What follows belongs to an exercise in optimizing a design on an open flow for small area, a short achievable clock period and few clock cycles per item; a production flow would make more cautious choices.
RTL that was checked went through simulation tests only; none was proved equivalent to the original.

==> inputs of run a <==
## sigma_clipped_mean_unit
module sigma_clipped_mean_unit (
    input  logic        i_clk,
    input  logic        i_rst_n,
    input  logic        s_axis_tvalid,
    output logic        s_axis_tready,
    input  logic [15:0] s_axis_tdata,    
    output logic        m_axis_tvalid,
    input  logic        m_axis_tready,
    output logic [31:0] m_axis_tdata     
);
    localparam int TAIL = RING_LEN - 1;
    logic [RING_LEN-1:0][15:0] r_x;
    logic [RING_LEN-1:0]       r_v;       
    logic [RING_LEN-1:0]       r_p;       
    logic                      r_ev1;     
    logic                      r_ev2;     
    logic                      r_hn;      
    logic                      r_fresh;   
    logic                      r_full;    
    logic [3:0]                r_fill;
    logic                      r_lpar;    
    logic signed [SUM_BITS-1:0] r_s;
    logic [QSUM_BITS-1:0]      r_qs, r_qc;
    logic                      r_epar;    
    logic [4:0]                r_ecnt;    
    logic                      r_s2;      
    logic                      r_sp;      
    logic signed [SUM_BITS-1:0] r_sthr;
    logic [DEV_BITS-1:0]       r_d;
    logic [DSQ_BITS-1:0]       r_e2s, r_e2c;
    logic [SPR_BITS-1:0]       r_spr;
    logic signed [SUM_BITS-1:0] r_ks;
    logic [4:0]                r_k;
    logic [4:0]                r_kcnt;
    logic                      r_busy, r_fix, r_ovalid, r_neg;
    logic [3:0]                r_dcnt;
    logic [3:0]                r_rem;
    logic [23:0]               r_quo;
    logic [4:0]                r_kd;
    wire tail_rec = r_v[TAIL] & ~r_ev2;
  ...
make LEC_CHECK=0 ABC_CLOCK_PERIOD_IN_PS=3500 CAP_MARGIN=20 CORE_MARGIN=2 CORE_UTILIZATION=40 SETUP_SLACK_MARGIN=5 SLEW_MARGIN=20 finish   # period 10.0 ns
run.sh (not shown) runs the stock make flow with config.mk's settings and CLKGATE_MAP_FILE= SYNTH_SCRIPT=/design/flow/synth_recipe.tcl, a recipe that flattens the netlist after the stock synthesis.
==> run b: changes against run a <==
- ABC_CLOCK_PERIOD_IN_PS: 3500 -> not set
- SETUP_SLACK_MARGIN: 5 -> not set
==> flow_summary.yaml <==
status:
  status: "complete, no violations"
worst_setup_path:
  crit_path_max_fanout: 4
  crit_cells: 15
  cp-endpoint: "r_spr[37]"
  worstPathCellList: "inv_1, fa_1, inv_1, fa_1, ha_1, a21oi_1, o21ai_1, a221oi_1, o21ai_2, a31oi_2, o32ai_1, a221oi_1, nand2b_1, fa_1, xor2_1"
power_and_ir_drop:
  p_seq_mw: 3.66
  p_comb_mw: 5.65
detailed_routing:
  wl_met1_um: 31900
  vias: 21100
-- figures above: run a

==> flow_summary.yaml <==
clock_network:
  post_cts.repair.setup_buffers: 0
detailed_routing:
  vias: 21100
  wl_met1_um: 31800
  routedWlPerCell_um: 16.0
  wl_met2_um: 35200
cells_and_area:
  buf_share_pct: 1.97
  largest_register_ffs: 304
  clock_area_share_pct: 6.44
power_and_ir_drop:
  p_seq_mw: 3.67
  p_comb_mw: 5.64
floorplanning:
  ioPinCount: 54
  die_y_um: 301
worst_setup_path:
  crit_path_max_fanout: 85
  worstPathCellList: "buf_4, and2_1, nand2_1, fa_1, inv_1, fa_1, inv_1, fa_1, inv_1, fa_1, fa_1"
  cp-endpoint: "r_qs[17]"
status:
  status: "complete, no violations"
synthesis:
  syn-cell-area_mm2: 0.0352
placement:
  place_area_mm2: 0.0370
-- figures above: run b

Testbench counts of run a, summed over its fixed seeds: cycles 3,528, items 192.
Testbench counts of run b, summed over its fixed seeds: cycles 3,528, items 192.

========
==> garnet: inputs <==
sigma_clipped_mean_unit, a different RTL version from the one above (not shown whole).
clock: 10.0 ns
lec_check: 0
abc_clock_period_in_ps: 3000
cap_margin: 20
core_margin: 2
core_utilization: 65
cts_cluster_diameter: 80
cts_cluster_size: 24
slew_margin: 20
standard.sh (not shown) runs the stock make flow with config.mk's settings and CLKGATE_MAP_FILE= SYNTH_SCRIPT=/design/flow/synth_recipe.tcl, a recipe that flattens the netlist after the stock synthesis.
==> flow/flow/run.sh <==
#!/bin/bash
set -euo pipefail
MARGIN=6.5
sed 's/yosys synth -nofsm -noshare /yosys synth -nofsm -noshare -noabc /' synth_recipe.tcl > synth_recipe_noabc.tcl
grep -q -- "-noabc" synth_recipe_noabc.tcl
EXTRA="SETUP_SLACK_MARGIN=${MARGIN} BUFFER_PORTS_ARGS=-buffer_cell\\\\ sky130_fd_sc_hd__buf_2"
sed -e "s|synth_recipe\.tcl|synth_recipe_noabc.tcl|" \
    -e "s|\"\${@:-finish}\"|${EXTRA} \"\${@:-finish}\"|" standard.sh > standard_tuned.sh
grep -q "SETUP_SLACK_MARGIN=${MARGIN}" standard_tuned.sh
grep -q "synth_recipe_noabc.tcl" standard_tuned.sh
bash standard_tuned.sh finish > flow_make.log 2>&1
==> amber: changes against garnet <==
==> flow/flow/run.sh (replaced) <==
#!/bin/bash
set -euo pipefail
MARGIN=6.5
EXTRA="SETUP_SLACK_MARGIN=${MARGIN} BUFFER_PORTS_ARGS=-buffer_cell\\\\ sky130_fd_sc_hd__buf_2"
sed "s|\"\${@:-finish}\"|${EXTRA} \"\${@:-finish}\"|" standard.sh > standard_tuned.sh
grep -q "SETUP_SLACK_MARGIN=${MARGIN}" standard_tuned.sh
bash standard_tuned.sh finish > flow_make.log 2>&1
==> flow_metrics.tcl <==
set metrics [dict create \
    grt_pass1_wl_mm 116.0 \
    nonClockBufferCount 82 \
    track_usage_pct 27.59 \
    powerDensity_nw_per_um2 214.0 \
    synth-compound-area-share_pct 6.049 \
    fin_skew_ns 0.02378 \
    max-slew-margin-rel_pct 31.48 \
    area_growth_pct 7.146 \
    layout_commonest_cell "dfxtp_1" \
    finalNetCount 3514 \
    period_share_pct 35.22 \
    status "complete, no violations" \
    ff2ff_path_depth 11 \
    wl_per_cell_um 19.90 \
    comb.multi_input.count 1796 \
    syn_area_per_cell_um2 11.85 \
    fin_ws_ns 6.478 \
    pre_cts_ws_ns 6.105 \
    holdWs_ns 0.3108 \
]
the above is filed under garnet

==> flow_metrics.tcl <==
set metrics [dict create \
    status "complete, no violations" \
    syn_area_per_cell_um2 10.85 \
    fin_ws_ns 6.373 \
    ff2ff_path_depth 13 \
    max-slew-margin-rel_pct 26.65 \
    comb.multi_input.count 1819 \
    finalNetCount 3845 \
    fin_skew_ns 0.03794 \
    track_usage_pct 28.54 \
    grt_pass1_wl_mm 123.8 \
    area_growth_pct 7.673 \
]
the above is filed under amber

No run of this note included a check of the RTL's function; only the layout flow was run.

## static timing again, ports no longer ideal
In the flow no input, the clock included, has a driving cell. The finished layouts below were timed again as built, in two steps.
Step 1 (the two cells are an assumption about what drives the block):
set clk [get_ports {i_clk}]
set_driving_cell -lib_cell sky130_fd_sc_hd__clkbuf_16 $clk
set_driving_cell -lib_cell sky130_fd_sc_hd__buf_2 [delete_from_list [all_inputs] $clk]
Step 2 also shifts input and output timing later by t, the mid clock arrival at the registers, as if the neighbouring blocks saw the same clock.
Three values: no drivers, after step 1, after step 2; two values: the first two.
run	t (ns)	setup slack, ns	latest minus earliest clock arrival (ns)	worst data-port slew with drivers (ns)	pins driven straight from the clock port
run a	0.670	5.450 / 5.450 / 5.450	0.027 / 0.026	0.06	1
run b	0.671	5.184 / 5.184 / 5.184	0.025 / 0.025	0.06	1
garnet	0.651	6.478 / 6.478 / 6.231	0.028 / 0.027	0.03	1
amber	0.674	6.373 / 6.373 / 6.265	0.040 / 0.040	0.04	1
After both steps setup and hold are still met in every run listed. For garnet, which loses most, drivers alone change the setup slack by 0.000 ns; drivers and shift together by -0.247 ns.
